From an optimization exercise on the open Yosys and OpenROAD flow, aimed at small area; shortcuts taken in it are not production practice.
Function was checked by simulation only, so behaviour that the tests miss may differ from the original.
Power figures rest on the tool's default switching activity, not on a simulated workload.

==> flow/design.v <==
package spwm_pkg;
    localparam int CNT_W   = 16;
    localparam int ANGLE_W = 8;
    localparam int NIB_W   = 4;
    localparam int PWM_W   = 3;
    localparam int CLAW_W  = 2;
    localparam int DB_W    = 7;
    localparam int STEP_W  = 7;
    localparam int DIV_W   = 4;
    localparam int REG_IDX_W = 3;
    localparam int PHASE_W = 2;
    localparam logic [REG_IDX_W-1:0] REG_PERIOD_TOP    = 3'd0;
    localparam logic [REG_IDX_W-1:0] REG_PULSE_OFFSET  = 3'd1;
    localparam logic [REG_IDX_W-1:0] REG_PULSE_LIMIT   = 3'd2;
    localparam logic [REG_IDX_W-1:0] REG_DEADBAND      = 3'd3;
    localparam logic [REG_IDX_W-1:0] REG_SLEW_STEP     = 3'd4;
    localparam logic [REG_IDX_W-1:0] REG_SLEW_INTERVAL = 3'd5;
    localparam logic [REG_IDX_W-1:0] REG_QUIET_LOW     = 3'd6;
    localparam logic [REG_IDX_W-1:0] REG_QUIET_HIGH    = 3'd7;
    localparam logic [CNT_W-1:0]  RST_PERIOD_TOP    = 16'd19999;
    localparam logic [CNT_W-1:0]  RST_PULSE_OFFSET  = 16'd400;
    localparam logic [CNT_W-1:0]  RST_PULSE_LIMIT   = 16'd2200;
    localparam logic [DB_W-1:0]   RST_DEADBAND      = 7'd7;
    localparam logic [STEP_W-1:0] RST_SLEW_STEP     = 7'd10;
    localparam logic [DIV_W-1:0]  RST_SLEW_INTERVAL = 4'd10;
    localparam logic [CNT_W-1:0]  RST_QUIET_LOW     = 16'd300;
    localparam logic [CNT_W-1:0]  RST_QUIET_HIGH    = 16'd2300;
    localparam logic [ANGLE_W-1:0] ANGLE_CENTER = 8'd90;
    localparam logic [ANGLE_W-1:0] ANGLE_ZERO   = 8'd0;
    localparam logic [ANGLE_W-1:0] TARGET_MAX   = 8'd180;
    localparam int                 PULSE_SCALE  = 10;
    localparam logic [NIB_W-1:0] NIB_STROBE  = 4'b1100;
    localparam logic [NIB_W-1:0] NIB_LOW     = 4'b0011;
    localparam logic [NIB_W-1:0] CAPTURE_RST = 4'b1111;
    localparam logic [PHASE_W-1:0] PH_YAW    = 2'd0;
    localparam logic [PHASE_W-1:0] PH_ROLL   = 2'd1;
    localparam logic [PHASE_W-1:0] PH_CLAW   = 2'd2;
    localparam logic [PHASE_W-1:0] PH_UNUSED = 2'd3;
    localparam logic [CLAW_W-1:0] CLAW_NONE  = 2'd0;
    localparam logic [CLAW_W-1:0] CLAW_OPEN  = 2'd1;
    localparam logic [CLAW_W-1:0] CLAW_CLOSE = 2'd2;
    localparam logic [CLAW_W-1:0] CLAW_EMPTY = 2'd3;
    typedef struct packed {
        logic [PWM_W-1:0]  pwm_levels;
        logic [CLAW_W-1:0] claw_event;
        logic              frame_error;
    } res_t;
endpackage
import spwm_pkg::*;
module servo_pwm_with_nibble_command_link_top #(
    parameter int SERVO_COUNT = 3
) (
    input  logic                              clk,
    input  logic                              rst_n,
    input  logic                              in_valid,
    output logic                              in_stall,
    input  logic [spwm_pkg::NIB_W-1:0]        port_nibble,
    output logic                              out_valid,
    input  logic                              out_stall,
    output logic [spwm_pkg::PWM_W-1:0]        pwm_levels,
    output logic [spwm_pkg::CLAW_W-1:0]       claw_event,
    output logic                              frame_error,
    input  logic                              cfg_valid,
    output logic                              cfg_ready,
    input  logic [spwm_pkg::REG_IDX_W-1:0]    cfg_index,
    input  logic [spwm_pkg::CNT_W-1:0]        cfg_data
);
    function automatic logic cmp16(input logic [15:0] x, input logic [15:0] yn, input logic ci);
        logic c;
        c = ci;
        for (int i = 0; i < 16; i++)
            c = (x[i] & yn[i]) | ((x[i] | yn[i]) & c);
        cmp16 = c;
    endfunction
    function automatic logic ge9(input logic [8:0] x, input logic [8:0] y);
        logic c;
        c = 1'b1;
        for (int i = 0; i < 9; i++)
            c = (x[i] & ~y[i]) | ((x[i] | ~y[i]) & c);
        ge9 = c;
    endfunction
    function automatic logic ges10(input logic [9:0] x, input logic [9:0] y);
        logic c;
        logic [9:0] xs, ys;
        xs = {~x[9], x[8:0]};
        ys = {~y[9], y[8:0]};
        c = 1'b1;
        for (int i = 0; i < 10; i++)
            c = (xs[i] & ~ys[i]) | ((xs[i] | ~ys[i]) & c);
        ges10 = c;
    endfunction
    function automatic logic [3:0] div5_step(input logic [2:0] r, input logic b);
        logic q;
        logic [2:0] n;
        q    = r[2] | (r[1] & (r[0] | b));
        n[2] = (r[1] & ~r[0] & ~b) | (r[2] & b);
        n[1] = (~r[1] & r[0]) | (r[1] & r[0] & b) | (r[2] & ~b);
        n[0] = (~r[2] & ~r[1] & b) | (r[1] & r[0] & ~b) | (r[2] & ~b);
        div5_step = {q, n};
    endfunction
    logic [15:0] period_top_reg, pulse_offset_reg, pulse_limit_reg;
    logic [15:0] quiet_low_reg, quiet_high_reg;
    logic [6:0]  deadband_reg;
    logic [6:0]  slew_step_reg;
    logic [3:0]  slew_interval_reg;
    logic [6:0]  deadband, slew_step;
    logic [3:0]  slew_interval;
    assign deadband      = deadband_reg      ^ RST_DEADBAND;
    assign slew_step     = slew_step_reg     ^ RST_SLEW_STEP;
    assign slew_interval = slew_interval_reg ^ RST_SLEW_INTERVAL;
    logic [15:0] count_reg;
    logic [3:0]  div_reg;
    logic [7:0]  angle_reg  [3];
    logic [7:0]  target_reg [3];
    logic [2:0]  phase_reg;        
    logic [2:0]  pin_reg;
    logic        out_valid_reg, full_reg;
    logic [5:0]  old_reg;
    logic        accept, take, act;
    logic        strobe, full_n, in_window, period_end, do_slew, cnt_zero, clr;
    logic [2:0]  nudge_up, nudge_dn;
    logic        err;
    logic [1:0]  claw;
    logic [2:0]  phase_next;
    logic [2:0]  pin_next;
    logic [7:0]  target_next [3];
    logic [7:0]  angle_next  [3];
    logic [15:0] count_next;
    logic [3:0]  div_next;
    assign take      = out_valid_reg & ~out_stall;
    assign accept    = in_valid & ~full_reg;
    assign in_stall  = full_reg;
    assign cfg_ready = 1'b1;
    assign strobe     = port_nibble[3] & port_nibble[2];
    assign full_n     = port_nibble[1] & port_nibble[0];
    assign in_window  = cmp16(count_reg, quiet_low_reg, 1'b1) & ~cmp16(count_reg, quiet_high_reg, 1'b0);
    assign period_end = cmp16(count_reg, period_top_reg, 1'b1);
    assign cnt_zero   = ~|count_reg;
    assign act        = accept & ~in_window;
    assign clr        = accept & period_end;
    always_comb
    begin
        logic [3:0] d;
        d[0] = ~div_reg[0];
        d[1] = div_reg[1] ^ div_reg[0];
        d[2] = div_reg[2] ^ (div_reg[1] & div_reg[0]);
        d[3] = div_reg[3] ^ (div_reg[2] & div_reg[1] & div_reg[0]);
        do_slew = clr & ge9({5'd0, d}, {5'd0, slew_interval});
    end
    localparam logic [2:0] ST_YAW   = 3'b000;    
    localparam logic [2:0] ST_ERR   = 3'b001;    
    localparam logic [2:0] ST_OPEN  = 3'b010;    
    localparam logic [2:0] ST_CLOSE = 3'b100;    
    localparam logic [2:0] ST_EMPTY = 3'b110;    
    localparam logic [2:0] ST_ROLL  = 3'b011;
    localparam logic [2:0] ST_CLAW  = 3'b101;
    logic in_yaw;
    assign in_yaw = ~phase_reg[0] | ~(phase_reg[1] | phase_reg[2]);
    assign err    = phase_reg[0] & ~phase_reg[1] & ~phase_reg[2];
    assign claw   = phase_reg[2:1] & {2{~phase_reg[0]}};
    always_comb
    begin
        phase_next = in_yaw ? ST_YAW : phase_reg;
        nudge_up   = '0;
        nudge_dn   = '0;
        if (!in_window)
        begin
            if (in_yaw)
            begin
                if (strobe)
                begin
                    if (full_n)
                        phase_next = ST_ERR;
                    else
                    begin
                        phase_next  = ST_ROLL;
                        nudge_up[0] = port_nibble[1];
                        nudge_dn[0] = !port_nibble[1] && port_nibble[0];
                    end
                end
            end
            else if (!phase_reg[2])
            begin
                if (!strobe)
                begin
                    if (full_n)
                        phase_next = ST_ERR;
                    else
                    begin
                        phase_next  = ST_CLAW;
                        nudge_up[1] = port_nibble[3];
                        nudge_dn[1] = !port_nibble[3] && port_nibble[2];
                        nudge_up[2] = port_nibble[1];
                        nudge_dn[2] = !port_nibble[1] && port_nibble[0];
                    end
                end
            end
            else
            begin
                if (strobe || !full_n)
                    phase_next = ST_ERR;
                else if (port_nibble[3])
                    phase_next = ST_OPEN;
                else if (port_nibble[2])
                    phase_next = ST_CLOSE;
                else
                    phase_next = ST_EMPTY;
            end
        end
    end
    logic [16:0] dif;           
    logic        dif_big;       
    logic [8:0]  quo;           
    logic        ge_lim;
    always_comb
    begin
        logic c;
        logic [2:0] r;
        logic [3:0] s;
        c = 1'b1;
        for (int i = 0; i < 16; i++)
        begin
            dif[i] = count_reg[i] ^ pulse_offset_reg[i] ^ c;
            c = (count_reg[i] & pulse_offset_reg[i]) | ((count_reg[i] | pulse_offset_reg[i]) & c);
        end
        dif[16] = c;
        dif_big = |dif[15:12];
        r = dif[11:9];
        quo[8] = r[2] & (r[1] | r[0]);
        r = quo[8] ? (r - 3'd5) : r;
        for (int i = 7; i >= 0; i--)
        begin
            s = div5_step(r, dif[i+1]);
            quo[i] = s[3];
            r = s[2:0];
        end
        ge_lim = cmp16(count_reg, pulse_limit_reg, 1'b1);
    end
    always_comb
    begin
        for (int i = 0; i < 3; i++)
        begin
            logic clr_pin;
            clr_pin = in_window & (ge_lim | (dif[16] & (dif_big | ge9(quo, {1'b0, angle_reg[i]}))));
            pin_next[i] = accept ? ((cnt_zero | pin_reg[i]) & ~clr_pin) : pin_reg[i];
        end
    end
    logic [9:0] kst;      
    logic [9:0] kmin;
    always_comb
    begin
        logic c;
        logic [9:0] dp1;
        c = 1'b1;
        for (int j = 0; j < 10; j++)
        begin
            logic x, y;
            x = (j < 7) ? slew_step[j] : 1'b0;
            y = (j < 7) ? ~deadband[j] : 1'b1;
            kst[j] = x ^ y ^ c;
            c = (x & y) | ((x | y) & c);
        end
        c = 1'b1;
        for (int j = 0; j < 10; j++)
        begin
            dp1[j] = ((j < 7) ? deadband[j] : 1'b0) ^ c;
            c = c & ((j < 7) ? deadband[j] : 1'b0);
        end
        kmin = ges10(kst, dp1) ? kst : dp1;
    end
    for (genvar i = 0; i < 3; i++)
    begin : g_servo
        logic [7:0] tn, tnb, r;
        logic [9:0] e;
        logic       add, sub, bor;
        always_comb
        begin
            logic [7:0] t;
            logic       at_max, tz, en, dn, c;
            t      = target_reg[i];
            at_max = t[7] & t[5] & t[4] & t[2];
            tz     = ~|t;
            dn     = ~nudge_up[i];
            en     = act & ((nudge_up[i] & ~at_max) | (nudge_dn[i] & ~tz));
            c = en;
            for (int j = 0; j < 8; j++)
            begin
                tn[j]  = t[j] ^ c;
                tnb[j] = t[j] ~^ c;
                c = c & (t[j] ^ dn);
            end
        end
        always_comb
        begin
            logic c;
            c = 1'b0;
            for (int j = 0; j < 10; j++)
            begin
                logic x, z;
                x = (j < 8) ? tnb[j] : 1'b1;
                z = (j < 8) ? angle_reg[i][j] : 1'b0;
                e[j] = ~(x ^ z ^ c);
                c = (x & z) | ((x | z) & c);
            end
        end
        always_comb
        begin
            logic c;
            logic [9:0] dbx;
            dbx = {3'b000, deadband};
            c = 1'b0;
            for (int j = 0; j < 9; j++)
                c = (e[j] & dbx[j]) | ((e[j] | dbx[j]) & c);
            sub = do_slew & (e[9] ^ c);           
            add = do_slew & ges10(e, kmin);       
        end
        always_comb
        begin
            logic c;
            logic [7:0] a, y;
            a = angle_reg[i];
            for (int j = 0; j < 8; j++)
                y[j] = ((j < 7) ? (slew_step[j] & (add | sub)) : 1'b0) ^ sub;
            c = sub;
            for (int j = 0; j < 8; j++)
            begin
                r[j] = a[j] ^ y[j] ^ c;
                c = (a[j] & y[j]) | ((a[j] | y[j]) & c);
            end
            bor = sub & ~c;
        end
        assign target_next[i] = tn;
        assign angle_next[i]  = bor ? 8'd0 : r;
    end
    always_comb
    begin
        logic c;
        c = accept;
        for (int j = 0; j < 16; j++)
        begin
            count_next[j] = (count_reg[j] ^ c) & ~clr;
            c = c & count_reg[j];
        end
        c = clr;
        for (int j = 0; j < 4; j++)
        begin
            div_next[j] = (div_reg[j] ^ c) & ~do_slew;
            c = c & div_reg[j];
        end
    end
    always_ff @(posedge clk or negedge rst_n)
    begin
        if (!rst_n)
        begin
            period_top_reg    <= ~RST_PERIOD_TOP;
            pulse_offset_reg  <= ~RST_PULSE_OFFSET;
            pulse_limit_reg   <= ~RST_PULSE_LIMIT;
            deadband_reg      <= '0;
            slew_step_reg     <= '0;
            slew_interval_reg <= '0;
            quiet_low_reg     <= ~RST_QUIET_LOW;
            quiet_high_reg    <= ~RST_QUIET_HIGH;
        end
        else if (cfg_valid)
        begin
            case (cfg_index)
                3'd0: period_top_reg    <= ~cfg_data;
                3'd1: pulse_offset_reg  <= ~cfg_data;
                3'd2: pulse_limit_reg   <= ~cfg_data;
                3'd3: deadband_reg      <= cfg_data[6:0] ^ RST_DEADBAND;
                3'd4: slew_step_reg     <= cfg_data[6:0] ^ RST_SLEW_STEP;
                3'd5: slew_interval_reg <= cfg_data[3:0] ^ RST_SLEW_INTERVAL;
                3'd6: quiet_low_reg     <= ~cfg_data;
                default: quiet_high_reg <= ~cfg_data;
            endcase
        end
    end
    always_ff @(posedge clk or negedge rst_n)
    begin
        if (!rst_n)
        begin
            count_reg     <= '0;
            div_reg       <= '0;
            phase_reg     <= 3'b000;
            pin_reg       <= '0;
            angle_reg[0]  <= 8'd0;
            angle_reg[1]  <= 8'd90;
            angle_reg[2]  <= 8'd90;
            target_reg[0] <= 8'd90;
            target_reg[1] <= 8'd90;
            target_reg[2] <= 8'd90;
        end
        else
        begin
            count_reg <= count_next;
            div_reg   <= div_next;
            pin_reg   <= pin_next;
            if (accept)
                phase_reg <= phase_next;
            for (int i = 0; i < 3; i++)
            begin
                angle_reg[i]  <= angle_next[i];
                target_reg[i] <= target_next[i];
            end
        end
    end
    always_ff @(posedge clk or negedge rst_n)
    begin
        if (!rst_n)
        begin
            out_valid_reg <= 1'b0;
            full_reg      <= 1'b0;
        end
        else
        begin
            if (full_reg)
            begin
                if (take)
                    full_reg <= 1'b0;
            end
            else if (accept)
            begin
                if (out_valid_reg && !take)
                    full_reg <= 1'b1;
                else
                    out_valid_reg <= 1'b1;
            end
            else if (take)
                out_valid_reg <= 1'b0;
        end
    end
    always_ff @(posedge clk)
    begin
        if (accept && out_valid_reg && !take)
            old_reg <= {pin_reg, claw, err};
    end
    assign out_valid   = out_valid_reg;
    assign pwm_levels  = full_reg ? old_reg[5:3] : pin_reg;
    assign claw_event  = full_reg ? old_reg[2:1] : claw;
    assign frame_error = full_reg ? old_reg[0]   : err;
endmodule
==> flow/flow/run.sh <==
#!/bin/bash
set -euo pipefail
W=$(pwd)
RES=orfs/results/${FLOW_PLATFORM}/servo_pwm_with_nibble_command_link_top/base
export AREA_ABC_SCRIPT=$W/flow/abc_area.script

# reference: the standard synthesis, in a folder of its own
sed "s|WORK_HOME=[^ ]*|WORK_HOME=$W/ref|" standard.sh > ref_standard.sh
bash ref_standard.sh synth > synth_ref.log 2>&1

# the area synthesis and the rest of the layout
sed "s|SYNTH_SCRIPT=[^ ]*|SYNTH_SCRIPT=$W/flow/synth_area.tcl|" standard.sh > area_standard.sh
bash area_standard.sh synth > synth_area.log 2>&1

python3 flow/flops.py ref/results/${FLOW_PLATFORM}/servo_pwm_with_nibble_command_link_top/base/1_2_yosys.v > flops_ref.txt
python3 flow/flops.py $RES/1_2_yosys.v > flops_area.txt
if ! cmp -s flops_ref.txt flops_area.txt || [ ! -s flops_ref.txt ]; then
  echo "flip-flops differ from the standard synthesis; using the standard netlist" | tee fallback.txt
  rm -f $RES/1_synth.odb $RES/1_synth.sdc
  cp ref/results/${FLOW_PLATFORM}/servo_pwm_with_nibble_command_link_top/base/1_2_yosys.v $RES/1_2_yosys.v
  bash area_standard.sh synth > synth_fallback.log 2>&1
fi

bash area_standard.sh "BUFFER_PORTS_ARGS=-buffer_cell sky130_fd_sc_hd__buf_1" \
  "CTS_ARGS=-sink_clustering_enable -repair_clock_nets -buf_list sky130_fd_sc_hd__clkbuf_8 -dont_use_dummy_load" \
  finish > layout.log 2>&1
==> flow/flow/abc_area.script <==
strash
&get -n
&deepsyn -T 90
&put
strash
dch -f
map -a
strash
dch -f
amap
topo
==> flow/flow/flops.py <==
# Lists a netlist's flip-flops as "name celltype" (drive strength removed), sorted.
import re, sys
cells = []
for line in open(sys.argv[1]):
    m = re.match(r'\s*(sky130_fd_sc_hd__(?:df|edf|sdf|dl)\w*?)(?:_\d+)?\s+(\S+)\s*\(', line)
    if m:
        cells.append(f"{m.group(2)} {m.group(1)}")
print("\n".join(sorted(cells)))
==> flow/flow/synth_area.tcl <==
# The standard synthesis script (synth_recipe.tcl), with two changes: the final ABC
# technology mapping runs an area-oriented script (flow/abc_area.script) in place of
# ORFS's timing-driven one, and only full adders (not half adders) are extracted as adder
# cells. Registers and their names are untouched by these steps.
proc synth {args} { yosys synth -nofsm -noshare {*}$args }
proc abc {args} {
  set i [lsearch -exact $args -script]
  if { $i >= 0 } { lset args [expr {$i + 1}] $::env(AREA_ABC_SCRIPT) }
  yosys abc {*}$args
}
proc extract_fa {args} { yosys extract_fa -fa }
source $::env(SCRIPTS_DIR)/synth.tcl
# left out here: clear keep_hierarchy, flatten, clean up, hide names made inside functions, write 1_2_yosys.v
==> flow/standard.sh <==
#!/bin/bash
# synth_recipe.tcl (not shown) runs the flow's synth.tcl, then flattens the netlist and writes it again
# the make line also repeats each setting of config.mk as NAME=value (left out here)
make -C /OpenROAD-flow-scripts/flow DESIGN_CONFIG=/design/flow/config.mk WORK_HOME=/design/flow/orfs CLKGATE_MAP_FILE= SYNTH_SCRIPT=/design/flow/synth_recipe.tcl "${@:-finish}"
==> flow/config.mk <==
export PLATFORM = sky130hd
export DESIGN_NAME = servo_pwm_with_nibble_command_link_top
export DESIGN_NICKNAME = servo_pwm_with_nibble_command_link_top
export VERILOG_FILES = /design/flow/design.v
export SDC_FILE = /design/flow/constraint.sdc
export NUM_CORES = 4
export LEC_CHECK = 0
export ABC_AREA = 1
export CAP_MARGIN = 20
export CORE_MARGIN = 2
export CORE_UTILIZATION = 65
export CTS_BUF_LIST = sky130_fd_sc_hd__clkbuf_8
export SLEW_MARGIN = 20
==> flow/constraint.sdc <==
create_clock -name core_clock -period 12.0 [get_ports {clk}]
set_input_delay 2.4000 -clock core_clock [delete_from_list [all_inputs] [get_ports {clk}]]
set_output_delay 2.4000 -clock core_clock [all_outputs]
set_load 0.01 [all_outputs]
==> summary.txt, run 1 <==
Clocking
  • Worst-Skew Late Latency: 480 ps
  • Root buffer cell: clkbuf_8
  • CTS tree: yes
  • Sink Count: 180
  • Htree depth: 4
  • Clock slew at reported path FFs: 80 ps
  • TritonCTS Buffers: 17
  • Max Root-Sink Buffers: 2

Logic synthesis
  • Synth top area cells: dfrtp_1 24%, dfstp_2 18%, fa_1 12%
  • Top-count cell post-synth: nor2_1
  • Post-synthesis compound-gate area fraction: between 20% and 30%
  • Top post-synthesis cells by count: 212 x nor2_1, 179 x clkinv_1, 121 x a21oi_1
  • Post-Syn Area per Cell: slightly below 9 µm²
  • Mapped cell area: between 10,000 and 15,000 µm²
  • Post-synth cell types: 46
  • Mapped Nets: 1,280
  • Mapped Cells: 1,189
  • Ys async rst share: roughly 97%
  • Ys Warns: 5
  • Synth Area in Simple Gates: between 10% and 20%
  • Largest family of logic cells by synthesized area: compound AO/OA/AOI/OAI gates
  • Post-synth EDFFs: 6
  • Xor/xnor share of the synthesized area: 0%
  • Biggest area consumer among synthesized cells: dfrtp_1
  • Post-synthesis mux area share: 0%
  • Yosys top cell area share: 23.7%
  • Synth Flop Type: dfrtp_1
  • Synth Register Bits: 180
  • Sequential-to-total area share from yosys stat: between 40% and 50%
  • Adder-cell share of the synthesized area: between 10% and 20%

Place
  • DP HPWL: roughly 20,000 µm
  • RePlAce Congestion: roughly 0.96
  • Port-buffer cells: 35
  • Dpl cell area: approximately 11,000 µm²
  • Cells after DPL: around 1,500

Worst setup path
  • Worst path required time: 12,310 ps
  • Worst path bufs/invs: 5
  • Critical Path End: angle_reg[0][5]
  • Max FO, Critical Path: 10
  • Max stage delay cell, worst path: fa_1
  • Number of cells on the critical path: 47
  • Crit path from: count_reg[1]
  • Most common cell on crit path: fa_1
  • Reg2reg start: count_reg[1]
  • Reg-to-reg endpoint: angle_reg[0][5]
  • R2R Setup Slk: 940 ps
  • Worst path arrival time: between 10,000 and 15,000 ps
  • CP top delay family: adder cells
  • Crit end category: flop
  • CP peak stage delay: a little over 500 ps
  • CP startpoint kind: flop
  • Crit path kind: reg2reg
  • Worst Reg2Reg Path Length in Cells: 47

Routing
  • ANT nets after route: 0
  • DR DRC count: 0
  • Vias: 9,043
  • DR pass1 iterations: 8
  • Routed wire length: between 20,000 and 30,000 µm
  • Initial DRC count: about 760
  • Routed len/inst: approximately 18 µm
  • Via density: roughly 6

STA
  • Min Tclk post-route: 11,060 ps
  • Relative slew margins: 35.2%
  • Max Slew Vio Count: 0
  • Final Hold Fails: 0
  • Final setup violation count: 0
  • F_max: roughly 90 MHz
  • Clock Skews: between 40 and 50 ps
  • RSZ-0062 raised after global routing: false
  • Setup TNS: 0 ps
  • Final worst-path cycle share: just over 90%
  • Worst slew pin tran: slightly below 1000 ps

Cells and area
  • Design Area, Final: roughly 11,000 µm²
  • Layout Cells excl Fill: about 1,500
  • Nets: about 1,300
  • Fraction of layout cells with a size suffix above 1: 8.94%
  • Fin util: a little under three quarters
  • ANT cells: 0
  • Layout area overhead: 7.17%

Pwr
  • Pwr per Cell Area: 305 nW/µm²
  • Leakage: roughly 4.3 nW
  • Overall power: 3.47 mW
  • Maximum VDD drop: 0.000191 V

Global route
  • Initial antenna violation count: 0
  • GRT overflow: 0
  • Largest net degree at the start of global routing: 80
  • Overall Global Routing Usage: between 30% and 40%
  • Vias in the first global route: between 8,000 and 9,000
  • Global-route wire length before repair: 44,200 µm

Floorplanning
  • Die width: ~130 µm
  • Die Ht: ~130 µm
  • Initial Utilization: between 60% and 70%
  • I/O Pins: 37
  • Die area: 17,400 µm²
  • # rows: 46
  • Core ar.: approximately 16,000 µm²

Status
  • Status: complete, no violations

Flow run
  • Max cap viols: 0

Worst hold path
  • Hold crit path type: reg2reg
## logic make-up after synthesis
family,Yosys count
buffers and inverters,180
adder cells (fa/ha/maj),63
other,1
AO/OA/AOI/OAI,412
flip-flops,180
AND/OR/NAND/NOR,353
## repair_timing
| item | 4_1_cts | 5_1_grt |
|---|---|---|
| endpoints found under the setup margin | 0 | 16 |
| hold buffers | 0 | 0 |
| buffers inserted | 0 | 1 |
| gates resized for setup | 0 | 7 |
## power breakdown
part	internal [mW]	switching (mW)	leakage [nW]
clock network	0.125	0.189	0.122
registers	0.821	0.204	2.05
logic	0.825	1.31	2.17
total	1.77	1.70	4.34
## area by class of cell
class                           count  area [µm²]
Clock buffer                       17         234
Fill cell                        1286        4540
Inverter                          179         672
Multi-Input combinational cell    829        5370
Sequential cell                   180        4630
Tap cell                          216         270
Timing Repair Buffer               48         233
## layer usage
layer	global-route usage (%)	wire (µm)	up-vias
met5	0	0	-
met4	9.42	553	0
met3	7.04	1600	47
met2	54.7	13500	279
met1	41.9	11200	4382
li1	-	-	4335
## placed cells by master, fill, tap and decap left out, types with 34 or more instances in the layout
| cell type | instances |
|---|---|
| buf_1 | 34 |
| dfrtp_1 | 101 |
| a21oi_1 | 121 |
| o21ai_0 | 82 |
| clkinv_1 | 179 |
| fa_1 | 63 |
| nand2_1 | 77 |
| dfstp_2 | 73 |
| o22ai_1 | 65 |
| nor2_1 | 206 |
## worst reg2reg max path, delay by kind of cell (launching register included)
family          cells  cell delay, ps
compound gates     21            3410
simple gates        7            1200
flops               1             490
fa+ha+maj          14            5230
buf+inv             5             600
## through the flow
step	hold WS [ps]	worst slack, ps
detailed placement	484	481
floorplan	448	1210
global placement	477	712
finish	499	942
global route	522	78.0
CTS	496	470
## worst min-delay path by stage
| stage | startpoint | end | slack [ps] | cells after the start |
|---|---|---|---|---|
| 4_1_cts | quiet_low_reg[11] | quiet_low_reg[11] | 500 | 2 |
| 5_1_grt | pulse_limit_reg[14] | pulse_limit_reg[14] | 520 | 2 |
| 6_report | pulse_limit_reg[9] | pulse_limit_reg[9] | 500 | 2 |
| 2_1_floorplan | pin_reg[0] | old_reg[3] | 450 | 0 |
| 3_5_place_dp | quiet_low_reg[11] | quiet_low_reg[11] | 480 | 2 |
| 3_3_place_gp | pulse_limit_reg[6] | pulse_limit_reg[6] | 480 | 2 |
==> run 2, diff against run 1 <==
--- a/flow/flow/run.sh
+++ b/flow/flow/run.sh
@@ -22,5 +22,5 @@
 fi
 
 bash area_standard.sh "BUFFER_PORTS_ARGS=-buffer_cell sky130_fd_sc_hd__buf_1" \
-  "CTS_ARGS=-sink_clustering_enable -repair_clock_nets -buf_list sky130_fd_sc_hd__clkbuf_8 -dont_use_dummy_load" \
+  "CTS_ARGS=-sink_clustering_enable -sink_clustering_size 30 -sink_clustering_max_diameter 120 -repair_clock_nets -buf_list sky130_fd_sc_hd__clkbuf_16 -dont_use_dummy_load" \
   finish > layout.log 2>&1
==> run 2 against run 1 <==
- register-to-register slack worse by 250 ps
- critical path type unchanged
- synthesized cell count up 0.59%
- total power up 8.5%
- still clean
- clock power up 44%
- clock-buffer cell count unchanged
- core utilization up 1.5 points
- die area up 0.55%
- sequential power about the same
- largest cell class unchanged
- clock skew down 12 ps
- hold slack worse by 8.8 ps
==> summary.txt, run 2 <==
Clocking
  • Root buffer cell: clkbuf_16
  • CTS tree: yes
  • TritonCTS Buffers: 17 (unchanged)
  • Quantity of hold-fixing buffers added after cts: 0 (unchanged)
  • Clock slew at reported path FFs: 70 ps (about the same)
  • Htree depth: 4 (unchanged)
  • Sink Count: 180 (unchanged)
  • Max Root-Sink Buffers: 2 (unchanged)
  • Worst-Skew Late Latency: 440 ps (-40 ps)

Cells and area
  • Most frequent cells in the layout: 210 x nor2_1, 190 x clkinv_1, 110 x a21oi_1, 101 x dfrtp_1, 86 x o21ai_0
  • ANT cells: 0 (unchanged)
  • Design Area, Final: 11,700 µm² (+2.5%)
  • Layout area overhead: 9.22%
  • Fin util: 73.1% (+1.5 points)
  • Commonest non-fill, non-tap cell in the layout: nor2_1
  • Nets: 1,352 (+0.45%)
  • Fraction of layout cells with a size suffix above 1: 9.05% (+0.12 points)

Worst setup path
  • CP peak stage delay: 500 ps (about the same)
  • CP top delay family: adder cells
  • Reg2reg start: count_reg[1]
  • Crit end category: flop
  • Max stage delay cell, worst path: fa_1
  • Most common cell on crit path: fa_1
  • Worst path bufs/invs: 5 (unchanged)
  • CP startpoint kind: flop
  • Crit path from: count_reg[1]
  • Worst path required time: 12,290 ps (-20 ps)
  • Worst path arrival time: 11,600 ps (+230 ps)
  • Crit path kind: reg2reg
  • Max FO, Critical Path: 9 (-1)

Floorplanning
  • Core ar.: 16,000 µm² (+0.36%)
  • Die area: 17,500 µm² (+0.55%)
  • Die Ht: 132 µm (+0.27%)
  • # rows: 46 (unchanged)
  • Die width: 132 µm (+0.27%)
  • I/O Pins: 37 (unchanged)
  • Initial Utilization: 66.9% (+0.14 points)

STA
  • Clock Skews: 28.8 ps (-11.7 ps)
  • WHS: 490 ps (-8.85 ps)
  • RSZ-0062 raised after global routing: true
  • Relative slew margins: 35.0% (-0.27 points)
  • Final worst-path cycle share: 94.3% (+2.1 points)
  • Final setup violation count: 0 (unchanged)
  • Fin worst setup slack: 690 ps (-252 ps)
  • Worst slew pin tran: 967 ps (-4.83 ps)
  • Min Tclk post-route: 11,310 ps (+252 ps)
  • Final Hold Fails: 0 (unchanged)
  • Max Slew Vio Count: 0 (unchanged)
  • F_max: 88.4 MHz (-2.2%)

Routing
  • Routed len/inst: 18.3 µm (+0.21%)
  • Initial DRC count: 757 (+0.26%)
  • Routed wire length: 27,000 µm (+0.62%)
  • Via density: 6.22 (+1.0%)
  • DR pass1 iterations: 7 (-1)
  • Vias: 9,175 (+1.5%)
  • ANT nets after route: 0 (unchanged)
  • DR DRC count: 0 (unchanged)

Logic synthesis
  • Post-Syn Area per Cell: 8.95 µm² (about the same)
  • Xor/xnor share of the synthesized area: 0% (unchanged)
  • Synth Area in Simple Gates: 13.4% (-0.28 points)
  • Post-synthesis compound-gate area fraction: 24.8% (+0.24 points)
  • Mapped cell area: 10,700 µm² (+0.56%)
  • Synth Register Bits: 180 (unchanged)
  • Ys Warns: 5 (unchanged)
  • Post-synth cell types: 48 (+4.3%)
  • Top post-synthesis cells by count: 216 x nor2_1, 190 x clkinv_1, 110 x a21oi_1
  • Ys async rst share: 96.7% (unchanged)
  • Mapped Nets: 1,287 (+0.55%)
  • Largest family of logic cells by synthesized area: compound AO/OA/AOI/OAI gates
  • Biggest area consumer among synthesized cells: dfrtp_1
  • Mapped Cells: 1,196 (+0.59%)
  • Sequential-to-total area share from yosys stat: 43.2% (-0.24 points)
  • Top-count cell post-synth: nor2_1
  • Adder-cell share of the synthesized area: 11.8% (-0.066 points)
  • Post-synthesis mux area share: 0% (unchanged)
  • Yosys top cell area share: 23.6% (-0.13 points)
  • Synth Flop Type: dfrtp_1
  • Synth top area cells: dfrtp_1 24%, dfstp_2 18%, fa_1 12%
  • Post-synth EDFFs: 6 (unchanged)

Place
  • DP HPWL: 20,500 µm (+0.28%)
  • RePlAce Congestion: 0.985 (+3.1%)
  • Dpl cell area: 11,200 µm² (+0.54%)
  • Pre-CTS setup slack: 200 ps (-280 ps)
  • Port-buffer cells: 35 (unchanged)

Global route
  • Met3 GRT Util: 5.73% (-1.3 points)
  • Met1 Use GR: 43.6% (+1.8 points)
  • Initial antenna violation count: 0 (unchanged)
  • GRT overflow: 0 (unchanged)
  • GR Util met2: 53.7% (-1.1 points)
  • Global-route wire length before repair: 44,800 µm (+1.4%)
  • Largest net degree at the start of global routing: 75 (-6.3%)
  • Overall Global Routing Usage: 32.3% (+0.15 points)
  • Busiest metal layer after global routing: met2
  • Vias in the first global route: 8,852 (+0.81%)

Pwr
  • Pwr per Cell Area: 322 nW/µm² (+5.9%)
  • Maximum VDD drop: 0.000261 V (+37%)
  • Leakage: 4.48 nW (+3.3%)

Worst hold path
  • Hold crit path type: reg2reg
  • Worst hold start: pin_reg[0]

Flow run
  • Max cap viols: 0 (unchanged)

Status
  • Status: complete, no violations
## run 2: cell types whose count changed after synthesis, sizes merged, moves of 4 or more
cell	change
nor2	+4
a21oi	-11
o21ai	+4
a211oi	-5
a2111oi	+6
nand2	-9
a22oi	-7
clkinv	+11
o221ai	-8
## run 2: cell families (layout without fill, tap and decap cells)
kind of cell / Yosys count / after routing
AOI/OAI and AO/OA: 413 / 413
adders and majority gates: 63 / 63
buffers and inverters: 191 / 254
DFF: 180 / 180
other: 1 / 1
and+or+nand+nor: 348 / 348
## run 2: metal layers
layer / vias to the layer above / wire (µm)
li1: 4371 / -
met1: 4462 / 11500
met2: 278 / 13200
met3: 64 / 1460
met4: 0 / 869
met5: - / 0
## run 2: where the power goes
part           leakage [nW]  switching [mW]  internal [mW]  total [mW]
combinational          2.24            1.42          0.876        2.29
sequential             2.04           0.201          0.823        1.02
clock                 0.209           0.208          0.246       0.455
## run 2: through the flow
step / power, mW / setup TNS (ps) / std cells
detailed placement: 3.23 / 0 / 1458
floorplan: 2.64 / 0 / 1196
global route: 4.10 / -605 / 1475
CTS: 3.70 / 0 / 1475
finish: 3.77 / 0 / 1475
global placement: 3.18 / 0 / 1458
## run 2: final cells by class
type                    count  area (µm²)
clock buffers              17         425
fillers                  1264        4310
inverters                 190         713
multi-input cells         825        5430
flip-flops and latches    180        4630
well taps                 216         270
repair buffers             47         225
## run 2: worst paths after layout
check	slack, ps	cells past startpoint	to
min in group asynchronous	1960	1	target_reg[0][5]
max in group asynchronous	7940	3	count_reg[10]
max reg2reg	690	48	angle_reg[0][0]
min reg2reg	490	0	old_reg[3]
min	490	0	old_reg[3]
max	690	48	angle_reg[0][0]
## run 2: timing repair
item,4_1_cts,5_1_grt
setup buffers,0,0
setup endpoints to repair,0,24
resized for setup,0,10
==> run 3, diff against run 2 <==
==> flow/flow/run.sh (replaced) <==
#!/bin/bash
set -euo pipefail
W=$(pwd)
RES=orfs/results/${FLOW_PLATFORM}/servo_pwm_with_nibble_command_link_top/base
export AREA_ABC_SCRIPT=$W/flow/abc_area.script
export FAPOL_SCRIPT=$W/flow/fapol.py

# reference: the standard synthesis, in a folder of its own
sed "s|WORK_HOME=[^ ]*|WORK_HOME=$W/ref|" standard.sh > ref_standard.sh
bash ref_standard.sh synth > synth_ref.log 2>&1

# the area synthesis and the rest of the layout
sed "s|SYNTH_SCRIPT=[^ ]*|SYNTH_SCRIPT=$W/flow/synth_area.tcl|" standard.sh > area_standard.sh
bash area_standard.sh synth > synth_area.log 2>&1 || echo "area synthesis failed" > fallback.txt

python3 flow/flops.py ref/results/${FLOW_PLATFORM}/servo_pwm_with_nibble_command_link_top/base/1_2_yosys.v > flops_ref.txt
python3 flow/flops.py $RES/1_2_yosys.v > flops_area.txt 2>/dev/null || true
if [ -f fallback.txt ] || ! cmp -s flops_ref.txt flops_area.txt || [ ! -s flops_ref.txt ]; then
  echo "using the standard netlist" | tee -a fallback.txt
  rm -f $RES/1_synth.odb $RES/1_synth.sdc
  cp ref/results/${FLOW_PLATFORM}/servo_pwm_with_nibble_command_link_top/base/1_2_yosys.v $RES/1_2_yosys.v
  cp ref/results/${FLOW_PLATFORM}/servo_pwm_with_nibble_command_link_top/base/1_2_yosys.sdc $RES/1_2_yosys.sdc
  bash area_standard.sh synth > synth_fallback.log 2>&1
fi

bash area_standard.sh "BUFFER_PORTS_ARGS=-buffer_cell sky130_fd_sc_hd__buf_1" \
  "CTS_ARGS=-sink_clustering_enable -repair_clock_nets -buf_list sky130_fd_sc_hd__clkbuf_8 -dont_use_dummy_load" \
  finish > layout.log 2>&1
==> flow/flow/fapol.py (new file) <==
# Full-adder polarity pass for a Yosys JSON netlist (after extract_fa, before mapping).
# A full adder with all three inputs and both outputs inverted computes the same
# function: FA(~a, ~b, ~c) = (~sum, ~carry). For each 1-bit $fa cell this pass applies
# that identity where it lowers the number of $_NOT_ cells next to adders, and repeats
# until nothing improves. Only $fa and $_NOT_ cells are touched.
import json, sys
from collections import defaultdict

src, dst = sys.argv[1], sys.argv[2]
d = json.load(open(src))
(mname, m), = [(k, v) for k, v in d['modules'].items() if v.get('cells') is not None and
               any(c['type'] == '$fa' for c in v['cells'].values())] or [(None, None)]
if m is None:
    json.dump(d, open(dst, 'w'))
    sys.exit(0)

cells = m['cells']
maxbit = 1
for n in m['netnames'].values():
    for b in n['bits']:
        if isinstance(b, int): maxbit = max(maxbit, b)
for c in cells.values():
    for bits in c['connections'].values():
        for b in bits:
            if isinstance(b, int): maxbit = max(maxbit, b)
portbits = set()
for p in m['ports'].values():
    for b in p['bits']:
        if isinstance(b, int): portbits.add(b)

OUTP = {'Y', 'X', 'Q'}
def outpins(c):
    pd = c.get('port_directions', {})
    return [p for p in c['connections'] if pd.get(p) == 'output' or (not pd and p in OUTP)]

drv = {}
sinks = defaultdict(list)
def rebuild():
    drv.clear(); sinks.clear()
    for name, c in cells.items():
        outs = set(outpins(c))
        for p, bits in c['connections'].items():
            for i, b in enumerate(bits):
                if not isinstance(b, int): continue
                if p in outs: drv[b] = (name, p)
                else: sinks[b].append((name, p, i))
rebuild()

newid = [maxbit]
def nb():
    newid[0] += 1
    return newid[0]
ncount = [0]
def add_not(a, y):
    ncount[0] += 1
    name = f'$fapol$not${ncount[0]}'
    cells[name] = {'hide_name': 1, 'type': '$_NOT_', 'parameters': {}, 'attributes': {},
                   'port_directions': {'A': 'input', 'Y': 'output'},
                   'connections': {'A': [a], 'Y': [y]}}
    drv[y] = (name, 'Y'); sinks[a].append((name, 'A', 0))
    return name

def is_not(name):
    return cells[name]['type'] == '$_NOT_'
def not_of(b):
    """an existing NOT cell whose input is b"""
    for (cn, p, i) in sinks.get(b, []):
        if cells.get(cn) and is_not(cn): return cn
    return None

def benefit(f):
    c = cells[f]; gain = 0
    for p in ('A', 'B', 'C'):
        b = c['connections'][p][0]
        if not isinstance(b, int): return -99
        dv = drv.get(b)
        if dv and is_not(dv[0]):
            if len(sinks[b]) == 1 and b not in portbits: gain += 1
        else:
            if not_of(b) is None: gain -= 1
    for p in ('X', 'Y'):
        o = c['connections'][p][0]
        ss = sinks.get(o, [])
        if not ss and o not in portbits: continue
        nots = [s for s in ss if is_not(s[0])]
        for s in nots:
            y = cells[s[0]]['connections']['Y'][0]
            if y in portbits: return -99
        gain += len(nots)
        if len(nots) < len(ss) or o in portbits: gain -= 1
    return gain

def flip(f):
    c = cells[f]
    for p in ('A', 'B', 'C'):
        b = c['connections'][p][0]
        sinks[b] = [s for s in sinks[b] if not (s[0] == f and s[1] == p)]
        dv = drv.get(b)
        if dv and is_not(dv[0]):
            x = cells[dv[0]]['connections']['A'][0]
            c['connections'][p] = [x]; sinks[x].append((f, p, 0))
            if not sinks[b] and b not in portbits:
                g = dv[0]
                sinks[x] = [s for s in sinks[x] if s[0] != g]
                del cells[g]; del drv[b]
        else:
            g = not_of(b)
            if g is None:
                y = nb(); add_not(b, y)
            else:
                y = cells[g]['connections']['Y'][0]
            c['connections'][p] = [y]; sinks[y].append((f, p, 0))
    for p in ('X', 'Y'):
        o = c['connections'][p][0]
        ss = list(sinks.get(o, []))
        if not ss and o not in portbits:
            w = nb(); c['connections'][p] = [w]; drv[w] = (f, p); drv.pop(o, None); continue
        w = nb(); c['connections'][p] = [w]; drv[w] = (f, p)
        rest = []
        for s in ss:
            if is_not(s[0]):
                g = s[0]; y = cells[g]['connections']['Y'][0]
                # every use of y now uses w
                for (cn, pp, i) in sinks.get(y, []):
                    cells[cn]['connections'][pp][i] = w; sinks[w].append((cn, pp, i))
                sinks.pop(y, None); drv.pop(y, None); del cells[g]
            else:
                rest.append(s)
        sinks[o] = []
        drv.pop(o, None)
        if rest or o in portbits:
            add_not(w, o)
            sinks[o] = rest

def notcount():
    return sum(1 for c in cells.values() if c['type'] == '$_NOT_')

before = notcount()
for it in range(20):
    changed = 0
    for f in [n for n, c in cells.items() if c['type'] == '$fa']:
        if f in cells and cells[f]['parameters'].get('WIDTH', '1').lstrip('0') == '1' and benefit(f) > 0:
            flip(f); changed += 1
    if not changed: break
print(f'fapol: $_NOT_ cells {before} -> {notcount()}', file=sys.stderr)
# nets: add names for new bits is not needed; yosys creates wires for unnamed bits
json.dump(d, open(dst, 'w'))
==> flow/flow/synth_area.tcl (replaced) <==
# The standard synthesis script (synth_recipe.tcl), with three changes: the final ABC
# technology mapping runs an area-oriented script (flow/abc_area.script) in place of
# ORFS's timing-driven one; only full adders (not half adders) are extracted as adder
# cells; and each full adder's polarity is then chosen to need fewer inverters
# (flow/fapol.py, which rewrites only adder and inverter cells). Registers and their
# names are untouched by these steps.
proc synth {args} { yosys synth -nofsm -noshare {*}$args }
proc abc {args} {
  set i [lsearch -exact $args -script]
  if { $i >= 0 } { lset args [expr {$i + 1}] $::env(AREA_ABC_SCRIPT) }
  yosys abc {*}$args
}
proc extract_fa {args} {
  yosys extract_fa -fa
  # choose each full adder's polarity so that fewer inverters sit next to adders
  yosys opt_clean
  yosys write_json $::env(RESULTS_DIR)/fa_pre.json
  exec python3 $::env(FAPOL_SCRIPT) $::env(RESULTS_DIR)/fa_pre.json $::env(RESULTS_DIR)/fa_post.json 2>@ stderr
  yosys design -reset
  yosys read_json $::env(RESULTS_DIR)/fa_post.json
  yosys hierarchy -top $::env(DESIGN_NAME)
}
source $::env(SCRIPTS_DIR)/synth.tcl
# left out here: clear keep_hierarchy, flatten, clean up, hide names made inside functions, write 1_2_yosys.v
==> run 3 against run 2 <==
- total power fell by 3.6%
- register-to-register slack improved by 220 ps
- first-iteration DRC count fell by 7.1%
- sequential share of layout area rose by 1.2 points
- highest routed layer unchanged
- clock power fell by 31%
- critical endpoint is now angle_reg[2][7]
- global-route usage fell by 0.89 points
- non-clock buffer count rose by 2
- final cell count fell by 1.9%
==> summary.txt, run 3 <==
Status
  • Status: complete, no violations

Cells and area
  • Commonest non-fill, non-tap cell in the layout: nor2_1
  • Multi-input gate area: 5330 µm² (-1.9%)
  • ANT cells: 0 (unchanged)
  • Fin util: 71.4% (-1.7 points)
  • Sequential standard cell area: 4630 µm² (unchanged)
  • Layout area overhead: 7.30%
  • Nets: 1,324 (-2.1%)
  • Fraction of layout cells with a size suffix above 1: 9.02% (-0.038 points)
  • Fill cell count: 1,293 (+2.3%)
  • Most frequent cells in the layout: 222 x nor2_1, 170 x clkinv_1, 112 x a21oi_1, 101 x dfrtp_1, 73 x dfstp_2

Place
  • Port-buffer cells: 35 (unchanged)
  • DP HPWL: 19,700 µm (-4.1%)
  • Pre-CTS setup slack: 219 ps (+18.4 ps)
  • RePlAce Congestion: 0.934 (-5.2%)

Clocking
  • TritonCTS Buffers: 17 (unchanged)
  • Worst-Skew Late Latency: 470 ps (+30 ps)
  • Htree depth: 4 (unchanged)
  • Root buffer cell: clkbuf_8
  • Sink Count: 180 (unchanged)
  • Clock slew at reported path FFs: 90 ps (+20 ps)
  • Quantity of hold-fixing buffers added after cts: 0 (unchanged)
  • CTS tree: yes
  • Max Root-Sink Buffers: 2 (unchanged)

STA
  • Fin worst setup slack: 914 ps (+225 ps)
  • Min Tclk post-route: 11,090 ps (-225 ps)
  • Max Slew Vio Count: 0 (unchanged)
  • F_max: 90.2 MHz (+2.0%)
  • WHS: 498 ps (+8.47 ps)
  • Clock Skews: 44.3 ps (+15.5 ps)
  • Relative slew margins: 41.8% (+6.8 points)
  • Final setup violation count: 0 (unchanged)
  • RSZ-0062 raised after global routing: false
  • Setup TNS: 0 ps (unchanged)
  • Final Hold Fails: 0 (unchanged)
  • Final worst-path cycle share: 92.4% (-1.9 points)
  • Worst slew pin tran: 867 ps (-99.4 ps)

Routing
  • Routed wire length: 25,900 µm (-4.0%)
  • DR DRC count: 0 (unchanged)
  • Routed len/inst: 17.9 µm (-2.1%)
  • Via density: 6.18 (-0.72%)
  • ANT nets after route: 0 (unchanged)
  • Initial DRC count: 703 (-7.1%)
  • DR pass1 iterations: 5 (-2)
  • Vias: 8,936 (-2.6%)

Logic synthesis
  • Post-synth cell types: 47 (-2.1%)
  • Synth top area cells: dfrtp_1 24%, dfstp_2 18%, fa_1 12%
  • Ys Warns: 5 (unchanged)
  • Synth Flop Type: dfrtp_1
  • Mapped cell area: 10,600 µm² (-1.3%)
  • Sequential-to-total area share from yosys stat: 43.8% (+0.55 points)
  • Ys async rst share: 96.7% (unchanged)
  • Mapped Nets: 1,257 (-2.3%)
  • Yosys top cell area share: 23.9% (+0.30 points)
  • Post-Syn Area per Cell: 9.06 µm² (+1.3%)
  • Post-synth EDFFs: 6 (unchanged)
  • Top-count cell post-synth: nor2_1
  • Biggest area consumer among synthesized cells: dfrtp_1
  • Mapped Cells: 1,166 (-2.5%)
  • Top post-synthesis cells by count: 222 x nor2_1, 170 x clkinv_1, 112 x a21oi_1
  • Synth Register Bits: 180 (unchanged)

Worst setup path
  • Most common cell on crit path: fa_1
  • CP peak stage delay: 600 ps (+100 ps)
  • Crit path kind: reg2reg
  • Crit end category: flop
  • Worst path required time: 12,310 ps (+20 ps)
  • Worst Reg2Reg Path Length in Cells: 43 (-10%)
  • Reg-to-reg endpoint: angle_reg[2][7]
  • R2R Setup Slk: 910 ps (+220 ps)
  • CP startpoint kind: flop
  • Max FO, Critical Path: 10 (+1)
  • Reg2reg start: count_reg[1]
  • Worst path arrival time: 11,400 ps (-200 ps)
  • Max stage delay cell, worst path: dfrtp_1

Pwr
  • NetSw: 1.81 mW (-0.86%)
  • Combinational power share: 63.1% (+2.3 points)
  • P_int: 1.83 mW (-6.1%)
  • Leakage: 4.29 nW (-4.4%)
  • Maximum VDD drop: 0.000252 V (-3.2%)
  • Overall power: 3.64 mW (-3.6%)
  • Proportion of power drawn by the clock network: 8.6% (-3.5 points)
  • Switching share of total power: 49.7% (+1.3 points)
  • Sequential cell fraction of total power: 28.3% (+1.1 points)
  • Pwr per Cell Area: 321 nW/µm² (-0.58%)

Worst hold path
  • Worst hold start: period_top_reg[13]
  • Hold crit path type: reg2reg
  • Hold path depth: 2 (+2)
  • Min-Delay Endpoint: period_top_reg[13]

Floorplanning
  • Die Ht: 132 µm (-0.61%)
  • Core ar.: 15,900 µm² (-0.72%)
  • Die area: 17,300 µm² (-1.2%)
  • I/O Pins: 37 (unchanged)
  • Initial Utilization: 66.5% (-0.36 points)
  • # rows: 46 (unchanged)
  • Die width: 132 µm (-0.61%)

Flow run
  • Max cap viols: 0 (unchanged)

Global route
  • Initial antenna violation count: 0 (unchanged)
  • Vias in the first global route: 8,628 (-2.5%)
  • Global-route wire length before repair: 43,100 µm (-3.8%)
  • GRT overflow: 0 (unchanged)
  • Largest net degree at the start of global routing: 84 (+12%)
  • Overall Global Routing Usage: 31.4% (-0.89 points)
## run 3: cell count changes after synthesis, sizes merged, moves of 6 or more
| cell | delta |
|---|---|
| o221ai | +12 |
| clkinv | -20 |
| nor3 | +10 |
| nor2 | +6 |
| o21ai | -26 |
| or2 | +6 |
| nor4 | +6 |
| nor2b | -9 |
## run 3: cell type report
type	count	area share, %
multi-input cells	815	47.0
flip-flops and latches	180	40.8
inverters	170	5.63
well taps	216	2.38
repair buffers	49	2.15
clock buffers	17	2.06
## run 3: power groups by stage
stage	Clock [mW]	Combinational, mW	Sequential, mW
floorplan	0	1.70	0.973
CTS	0.322	2.27	1.02
finish	0.313	2.29	1.03
detailed placement	0	2.25	1.03
global route	0.344	2.56	1.06
global placement	0	2.21	1.03
## run 3: per-stage QoR
stage	cell area, µm²	cells
3_3_place_gp	11100	1430
2_1_floorplan	10600	1166
4_1_cts	11300	1447
3_5_place_dp	11100	1430
5_1_grt	11300	1447
6_report	11300	1447
## run 3: cells by family (layout without fill, tap and decap cells)
family / after synthesis / count (layout) / share of synthesized area, %
compound gates: 390 / 390 / 24.0
buf+inv: 171 / 236 / 6.11
fa+ha+maj: 63 / 63 / 11.9
other cells: 1 / 1 / 0.0355
flops: 180 / 180 / 43.8
simple gates: 361 / 361 / 14.2
## run 3: repair_timing
item | 4_1_cts | 5_1_grt
setup endpoints to repair | 0 | 8
setup buffers | 0 | 0
gates resized for setup | 0 | 2
## run 3: worst max-delay path by stage
stage / startpoint / to / depth (start not counted) / slack, ps
after floorplan: in_valid / angle_reg[2][7] / 32 / 1320
after global placement: in_valid / angle_reg[2][7] / 32 / 760
after detailed placement: in_valid / angle_reg[2][7] / 32 / 220
after CTS: count_reg[1] / angle_reg[2][7] / 43 / 560
after global routing: count_reg[1] / angle_reg[2][7] / 43 / 120
final: count_reg[1] / angle_reg[2][7] / 43 / 910
## run 3: routing by layer
layer	GRT usage, %	up-vias	routed length (µm)
li1	-	4308	-
met2	50.2	241	12500
met1	42.6	4328	11200
met5	0	-	0
met3	5.29	59	1200
met4	14.5	0	1070
## run 3: worst max-delay path, delay by kind of cell, from the launching register on
family,cells,cell delay (ps)
AO/OA/AOI/OAI,17,2700
buffers and inverters,5,650
AND/OR/NAND/NOR,7,1610
flip-flops,1,600
adder cells (fa/ha/maj),14,5330
==> run 4, diff against run 3 <==
--- a/flow/flow/fapol.py
+++ b/flow/flow/fapol.py
@@ -1,8 +1,10 @@
 # Full-adder polarity pass for a Yosys JSON netlist (after extract_fa, before mapping).
 # A full adder with all three inputs and both outputs inverted computes the same
 # function: FA(~a, ~b, ~c) = (~sum, ~carry). For each 1-bit $fa cell this pass applies
-# that identity where it lowers the number of $_NOT_ cells next to adders, and repeats
-# until nothing improves. Only $fa and $_NOT_ cells are touched.
+# that identity where it lowers the weighted number of $_NOT_ cells next to adders (an
+# inverter between an adder and other logic counts 0.3, as the mapper can often absorb
+# it; one that feeds an adder counts 1), and repeats until nothing improves. Only $fa and
+# $_NOT_ cells are touched.
 import json, sys
 from collections import defaultdict
 
@@ -68,6 +70,8 @@
         if cells.get(cn) and is_not(cn): return cn
     return None
 
+W = 1.0
+LW = float(__import__('os').environ.get('FAPOL_LW', '0.3'))
 def benefit(f):
     c = cells[f]; gain = 0
     for p in ('A', 'B', 'C'):
@@ -86,8 +90,10 @@
         for s in nots:
             y = cells[s[0]]['connections']['Y'][0]
             if y in portbits: return -99
-        gain += len(nots)
-        if len(nots) < len(ss) or o in portbits: gain -= 1
+            gain += W if any(cells[t[0]]['type'] == '$fa' for t in sinks.get(y, [])) else LW
+        rest = [s for s in ss if not is_not(s[0])]
+        if rest or o in portbits:
+            gain -= W if (o in portbits or any(cells[t[0]]['type'] == '$fa' for t in rest)) else LW
     return gain
 
 def flip(f):
@@ -139,7 +145,7 @@
 for it in range(20):
     changed = 0
     for f in [n for n, c in cells.items() if c['type'] == '$fa']:
-        if f in cells and cells[f]['parameters'].get('WIDTH', '1').lstrip('0') == '1' and benefit(f) > 0:
+        if f in cells and cells[f]['parameters'].get('WIDTH', '1').lstrip('0') == '1' and benefit(f) > 1e-9:
             flip(f); changed += 1
     if not changed: break
 print(f'fapol: $_NOT_ cells {before} -> {notcount()}', file=sys.stderr)
--- a/flow/config.mk
+++ b/flow/config.mk
@@ -8,6 +8,6 @@
 export ABC_AREA = 1
 export CAP_MARGIN = 20
 export CORE_MARGIN = 2
-export CORE_UTILIZATION = 65
+export CORE_UTILIZATION = 80
 export CTS_BUF_LIST = sky130_fd_sc_hd__clkbuf_8
 export SLEW_MARGIN = 20
==> run 4 against run 3 <==
- still clean
- global-route usage increased by 11 points
- via count is 7.4% higher
- register-to-register slack got worse by 390 ps
- critical endpoint is now angle_reg[1][3]
- largest cell class unchanged
==> summary.txt, run 4 <==
Status
  • Status: complete, no violations

Routing
  • ANT nets after route: 0 (unchanged)
  • Via density: 6.95 (+13%)
  • DR pass1 iterations: 7 (+2)
  • Routed wire length: 28,400 µm (+9.5%)
  • Initial DRC count: 1,141 (+62%)
  • Vias: 9,597 (+7.4%)
  • DR DRC count: 0 (unchanged)
  • Routed len/inst: 20.5 µm (+15%)

STA
  • Final Hold Fails: 0 (unchanged)
  • Max Slew Vio Count: 0 (unchanged)
  • WHS: 493 ps (-5.52 ps)
  • Relative slew margins: 28.8% (-13 points)
  • F_max: 87.1 MHz (-3.4%)
  • Clock Skews: 22.2 ps (-22.1 ps)
  • Min Tclk post-route: 11,480 ps (+394 ps)
  • Final setup violation count: 0 (unchanged)
  • Final worst-path cycle share: 95.7% (+3.3 points)
  • Setup TNS: 0 ps (unchanged)
  • Worst slew pin tran: 1060 ps (+189 ps)

Logic synthesis
  • Top post-synthesis cells by count: 202 x nor2_1, 173 x clkinv_1, 101 x dfrtp_1
  • Biggest area consumer among synthesized cells: dfrtp_1
  • Mapped Nets: 1,240 (-1.4%)
  • Yosys top cell area share: 24.0% (+0.11 points)
  • Top-count cell post-synth: nor2_1
  • Mapped Cells: 1,149 (-1.5%)
  • Post-Syn Area per Cell: 9.16 µm² (+1.0%)
  • Sequential-to-total area share from yosys stat: 44.0% (+0.20 points)
  • Ys async rst share: 96.7% (unchanged)
  • Mapped cell area: 10,500 µm² (-0.45%)
  • Ys Warns: 5 (unchanged)
  • Post-synth EDFFs: 6 (unchanged)
  • Synth Flop Type: dfrtp_1
  • Post-synth cell types: 45 (-4.3%)
  • Synth Register Bits: 180 (unchanged)
  • Synth top area cells: dfrtp_1 24%, dfstp_2 18%, fa_1 12%

Worst setup path
  • Max stage delay cell, worst path: fa_1
  • Reg-to-reg endpoint: angle_reg[1][3]
  • Worst path arrival time: 11,870 ps (+470 ps)
  • Reg2reg start: count_reg[1]
  • Most common cell on crit path: fa_1
  • Crit end category: flop
  • Max FO, Critical Path: 10 (unchanged)
  • CP peak stage delay: 520 ps (-80 ps)
  • Worst path required time: 12,390 ps (+80 ps)
  • CP startpoint kind: flop
  • Crit path kind: reg2reg
  • R2R Setup Slk: 520 ps (-390 ps)
  • Critical Path End: angle_reg[1][3]
  • Worst Reg2Reg Path Length in Cells: 41 (-4.7%)
  • Crit path from: count_reg[1]

Cells and area
  • Layout area overhead: 6.42%
  • Fraction of layout cells with a size suffix above 1: 9.02% (about the same)
  • Sequential standard cell area: 4630 µm² (unchanged)
  • Fin util: 88.0% (+17 points)
  • Most frequent cells in the layout: 198 x nor2_1, 172 x clkinv_1, 101 x dfrtp_1, 100 x a21oi_1
  • ANT cells: 0 (unchanged)
  • Commonest non-fill, non-tap cell in the layout: nor2_1
  • Nets: 1,302 (-1.7%)
  • Fill cell count: 646 (-50%)
  • Multi-input gate area: 5270 µm² (-1.1%)

Floorplanning
  • Core ar.: 12,700 µm² (-20%)
  • # rows: 41 (-11%)
  • Die area: 14,100 µm² (-19%)
  • Die width: 119 µm (-9.8%)
  • Initial Utilization: 82.7% (+16 points)
  • Die Ht: 119 µm (-9.8%)
  • I/O Pins: 37 (unchanged)

Clocking
  • Worst-Skew Late Latency: 480 ps (about the same)
  • Max Root-Sink Buffers: 2 (unchanged)
  • CTS tree: yes
  • TritonCTS Buffers: 17 (unchanged)
  • Sink Count: 180 (unchanged)
  • Root buffer cell: clkbuf_8
  • Htree depth: 4 (unchanged)
  • PostCTS Resize Cnt: 0 (unchanged)
  • Quantity of hold-fixing buffers added after cts: 0 (unchanged)
  • Clock slew at reported path FFs: 80 ps (about the same)
  • Postcts setup bufs: 0 (unchanged)

Pwr
  • Pwr per Cell Area: 322 nW/µm² (+0.36%)
  • Leakage: 4.19 nW (-2.4%)
  • Maximum VDD drop: 0.000228 V (-9.7%)

Global route
  • Global-route wire length before repair: 46,300 µm (+7.4%)
  • Largest net degree at the start of global routing: 68 (-19%)
  • Vias in the first global route: 9,367 (+8.6%)
  • GRT overflow: 0 (unchanged)
  • Initial antenna violation count: 0 (unchanged)
  • Overall Global Routing Usage: 42.4% (+11 points)

Flow run
  • Max cap viols: 0 (unchanged)

Place
  • Port-buffer cells: 35 (unchanged)
  • RePlAce Congestion: 1.01 (+7.7%)
  • DP HPWL: 21,000 µm (+6.7%)

Worst hold path
  • Hold crit path type: reg2reg
  • Hold path depth: 2 (unchanged)
[run 4: cell types whose count changed in the layout (fill, tap and decap cells not counted), sizes merged, moves of 7 or more]
| cell | before | now |
|---|---|---|
| a21oi | 112 | 100 |
| nand3 | 3 | 10 |
| nor4 | 10 | 3 |
| o22ai | 70 | 78 |
| nor3 | 28 | 19 |
| or2 | 11 | 4 |
| nor2 | 222 | 202 |
| o21a | 5 | 14 |
| o21ai | 61 | 81 |
[run 4: worst min path at each step]
stage,startpoint,endpoint,slack (ps)
2_1_floorplan,pin_reg[0],old_reg[3],450
3_3_place_gp,pulse_limit_reg[0],pulse_limit_reg[0],470
3_5_place_dp,pin_reg[2],old_reg[5],480
4_1_cts,pulse_limit_reg[0],pulse_limit_reg[0],490
5_1_grt,pulse_limit_reg[0],pulse_limit_reg[0],510
6_report,pulse_limit_reg[0],pulse_limit_reg[0],490
[run 4: final cells by class]
type / instances / share of cell area [%]
inverter: 173 / 5.80
timing repair buffer: 44 / 1.81
sequential: 180 / 41.3
clock buffer: 17 / 2.09
multi-input combinational: 795 / 47.1
tap: 172 / 1.92
[run 4: per-layer routing]
layer	part of all wire, %	global-route usage [%]
met2	49	69.6
met3	8.6	9.07
met5	0	0
met4	5.9	22.3
met1	36	53.1
[run 4: cells by family after synthesis]
kind of cell               Yosys count  share of synthesized area, %
AOI/OAI and AO/OA                  413                          25.5
and+or+nand+nor                    318                          12.3
DFF                                180                          44.0
buffers and inverters              174                          6.24
adders and majority gates           63                          12.0
other                                1                        0.0356
[run 4: critical path, delay by kind of cell (launching register included)]
| family | cells | cell delay [ps] |
|---|---|---|
| buffers and inverters | 3 | 400 |
| and+or+nand+nor | 8 | 1230 |
| AOI/OAI and AO/OA | 16 | 3590 |
| adders and majority gates | 14 | 5690 |
| DFF | 1 | 500 |
[run 4: stage by stage]
step,total power [mW],worst slack [ps],instances,instance area [µm²]
after floorplan,2.61,1440,1149,10500
after global placement,3.08,903,1364,10900
after detailed placement,3.20,308,1364,10900
after CTS,3.53,275,1381,11200
after global routing,3.88,-2.36,1381,11200
final,3.60,520,1381,11200
[run 4: power by group]
part / leakage (nW) / total (mW) / internal, mW / switching (mW)
Sequential: 2.03 / 1.01 / 0.820 / 0.188
Clock: 0.122 / 0.315 / 0.125 / 0.190
Combinational: 2.03 / 2.28 / 0.843 / 1.44
Total: 4.19 / 3.60 / 1.79 / 1.81
==> run 5, diff against run 4 <==
--- a/flow/config.mk
+++ b/flow/config.mk
@@ -8,6 +8,6 @@
 export ABC_AREA = 1
 export CAP_MARGIN = 20
 export CORE_MARGIN = 2
-export CORE_UTILIZATION = 80
+export CORE_UTILIZATION = 65
 export CTS_BUF_LIST = sky130_fd_sc_hd__clkbuf_8
 export SLEW_MARGIN = 20
==> run 5 against run 4 <==
- still clean on timing, DRC and antenna
- largest cell class unchanged
- synthesized area unchanged
- highest routed layer unchanged
- non-clock buffer count unchanged
- clock power about the same
- final area increased by 0.35%
- hold slack got worse by 2.0 ps
- register-to-register slack improved by 180 ps
==> summary.txt, run 5 <==
Cells and area
  • Commonest non-fill, non-tap cell in the layout: nor2_1
  • Layout Cells excl Fill: 1,425 (+3.2%)
  • ANT cells: 0 (unchanged)
  • Most frequent cells in the layout: 198 x nor2_1, 173 x clkinv_1, 101 x dfrtp_1, 100 x a21oi_1, 80 x o21ai_0
  • Layout area overhead: 6.79%

Clocking
  • Postcts setup bufs: 0 (unchanged)
  • Clock slew at reported path FFs: 110 ps (+30 ps)
  • CTS tree: yes
  • Htree depth: 4 (unchanged)
  • Sink Count: 180 (unchanged)
  • Max Root-Sink Buffers: 2 (unchanged)
  • Root buffer cell: clkbuf_8
  • PostCTS Resize Cnt: 0 (unchanged)
  • Quantity of hold-fixing buffers added after cts: 0 (unchanged)
  • TritonCTS Buffers: 17 (unchanged)

Worst setup path
  • Crit end category: flop
  • Worst path required time: 12,370 ps (-20 ps)
  • Crit path kind: reg2reg
  • R2R Setup Slk: 700 ps (+180 ps)
  • Worst path bufs/invs: 3 (unchanged)
  • CP peak stage delay: 540 ps (+20 ps)
  • CP top delay family: adder cells

Place
  • Pre-CTS setup slack: 533 ps (+225 ps)
  • RePlAce Congestion: 0.984 (-2.1%)
  • Port-buffer cells: 35 (unchanged)
  • DP HPWL: 20,000 µm (-4.8%)
  • Cells after DPL: 1,408 (+3.2%)

Pwr
  • Pwr per Cell Area: 315 nW/µm² (-2.2%)
  • Leakage: 4.18 nW (-0.17%)
  • Maximum VDD drop: 0.000174 V (-24%)

Logic synthesis
  • Post-Syn Area per Cell: 9.16 µm² (unchanged)
  • Synth Flop Type: dfrtp_1
  • Post-synth cell types: 45 (unchanged)
  • Synth top area cells: dfrtp_1 24%, dfstp_2 18%, fa_1 12%
  • Ys async rst share: 96.7% (unchanged)
  • Top-count cell post-synth: nor2_1
  • Mapped Nets: 1,240 (unchanged)
  • Top post-synthesis cells by count: 202 x nor2_1, 173 x clkinv_1, 101 x dfrtp_1
  • Biggest area consumer among synthesized cells: dfrtp_1
  • Post-synth EDFFs: 6 (unchanged)
  • Yosys top cell area share: 24.0% (unchanged)
  • Mapped Cells: 1,149 (unchanged)
  • Mapped cell area: 10,500 µm² (unchanged)
  • Sequential-to-total area share from yosys stat: 44.0% (unchanged)

Global route
  • Initial antenna violation count: 0 (unchanged)
  • Global-route wire length before repair: 42,000 µm (-9.3%)
  • Largest net degree at the start of global routing: 68 (unchanged)
  • GRT overflow: 0 (unchanged)
  • Overall Global Routing Usage: 31.1% (-11 points)

STA
  • F_max: 88.5 MHz (+1.6%)
  • Final setup violation count: 0 (unchanged)
  • Fin worst setup slack: 705 ps (+185 ps)
  • Relative slew margins: 35.5% (+6.7 points)
  • Final Hold Fails: 0 (unchanged)
  • Worst slew pin tran: 958 ps (-98.7 ps)
  • Final worst-path cycle share: 94.1% (-1.5 points)
  • Clock Skews: 44.2 ps (+22.0 ps)
  • Min Tclk post-route: 11,300 ps (-185 ps)
  • Setup TNS: 0 ps (unchanged)

Floorplanning
  • Core ar.: 15,800 µm² (+24%)
  • Initial Utilization: 66.5% (-16 points)
  • Die Ht: 131 µm (+11%)
  • Die area: 17,200 µm² (+22%)
  • I/O Pins: 37 (unchanged)
  • Die width: 131 µm (+11%)
  • # rows: 46 (+12%)

Status
  • Status: complete, no violations

Worst hold path
  • Hold crit path type: reg2reg

Routing
  • Initial DRC count: 771 (-32%)
  • DR DRC count: 0 (unchanged)

Flow run
  • Max cap viols: 0 (unchanged)
run 5: cell type report:
| cell class | count | area, µm² |
|---|---|---|
| clock buffer | 17 | 234 |
| inverter | 173 | 649 |
| timing repair buffer | 44 | 203 |
| tap | 216 | 270 |
| sequential | 180 | 4630 |
| fill | 1239 | 4590 |
| multi-input combinational | 795 | 5250 |
run 5: per-stage QoR:
stage | util [%] | power, mW | instance area (µm²) | hold slack (ps)
floorplan | - | 2.61 | 10500 | 448
global placement | 69.5 | 3.13 | 11000 | 473
detailed placement | 69.5 | 3.17 | 11000 | 474
CTS | 71.0 | 3.50 | 11200 | 493
global route | 71.0 | 3.85 | 11200 | 515
finish | 71.0 | 3.53 | 11200 | 491
run 5: worst paths after layout:
kind | to | from | depth (start not counted)
max | angle_reg[0][1] | count_reg[1] | 42
min | old_reg[5] | pin_reg[2] | 0
max reg2reg | angle_reg[0][1] | count_reg[1] | 42
min reg2reg | old_reg[5] | pin_reg[2] | 0
max in group asynchronous | deadband_reg[2] | rst_n | 2
min in group asynchronous | out_valid_reg | rst_n | 1
run 5: where the power goes:
part,switching [mW],internal [mW],leakage (nW)
Combinational,1.39,0.836,2.02
Sequential,0.180,0.820,2.03
Clock,0.189,0.125,0.122
run 5: cell families (layout without fill, tap and decap cells):
logic type                 count (synthesis)  in the layout  share of synthesized area [%]
and+or+nand+nor                          318            318                           12.3
buffers and inverters                    174            234                           6.24
DFF                                      180            180                           44.0
other                                      1              1                         0.0356
AOI/OAI and AO/OA                        413            413                           25.5
adders and majority gates                 63             63                           12.0
run 5: worst reg2reg max path: cells and delay by family (launching register included):
| family | cells | cell delay [ps] |
|---|---|---|
| adders and majority gates | 14 | 5690 |
| and+or+nand+nor | 7 | 1180 |
| DFF | 1 | 540 |
| AOI/OAI and AO/OA | 18 | 3130 |
| buffers and inverters | 3 | 640 |
run 5: per-layer routing:
layer | vias up | GRT usage, % | wire length [µm]
met3 | 64 | 5.63 | 1470
met5 | - | 0 | 0
met2 | 325 | 50.5 | 12600
met1 | 4258 | 42.0 | 10900
li1 | 4256 | - | -
met4 | 0 | 12.6 | 1020

## re-timing with driven ports
How much do the figures lean on ideal ports? The routed layouts below were timed once more, with nothing changed but the port constraints. Step 1, drivers: a clkbuf_16 drives clk and a buf_2 each remaining input, both assumed. Step 2 also shifts input and output timing later by t, the mid clock arrival at the registers, as if the neighbouring blocks saw the same clock. Three values: ideal ports, drivers, drivers and shift; two values: the first two.
run | t, ns | setup slack, ns
run 1 | 0.495 | 0.942 / 0.942 / 0.901
run 2 | 0.466 | 0.690 / 0.690 / 0.690
run 3 | 0.492 | 0.914 / 0.914 / 0.557
run 4 | 0.514 | 0.520 / 0.520 / 0.520
run 5 | 0.507 | 0.705 / 0.705 / 0.636
After both steps every run listed still meets setup and hold.
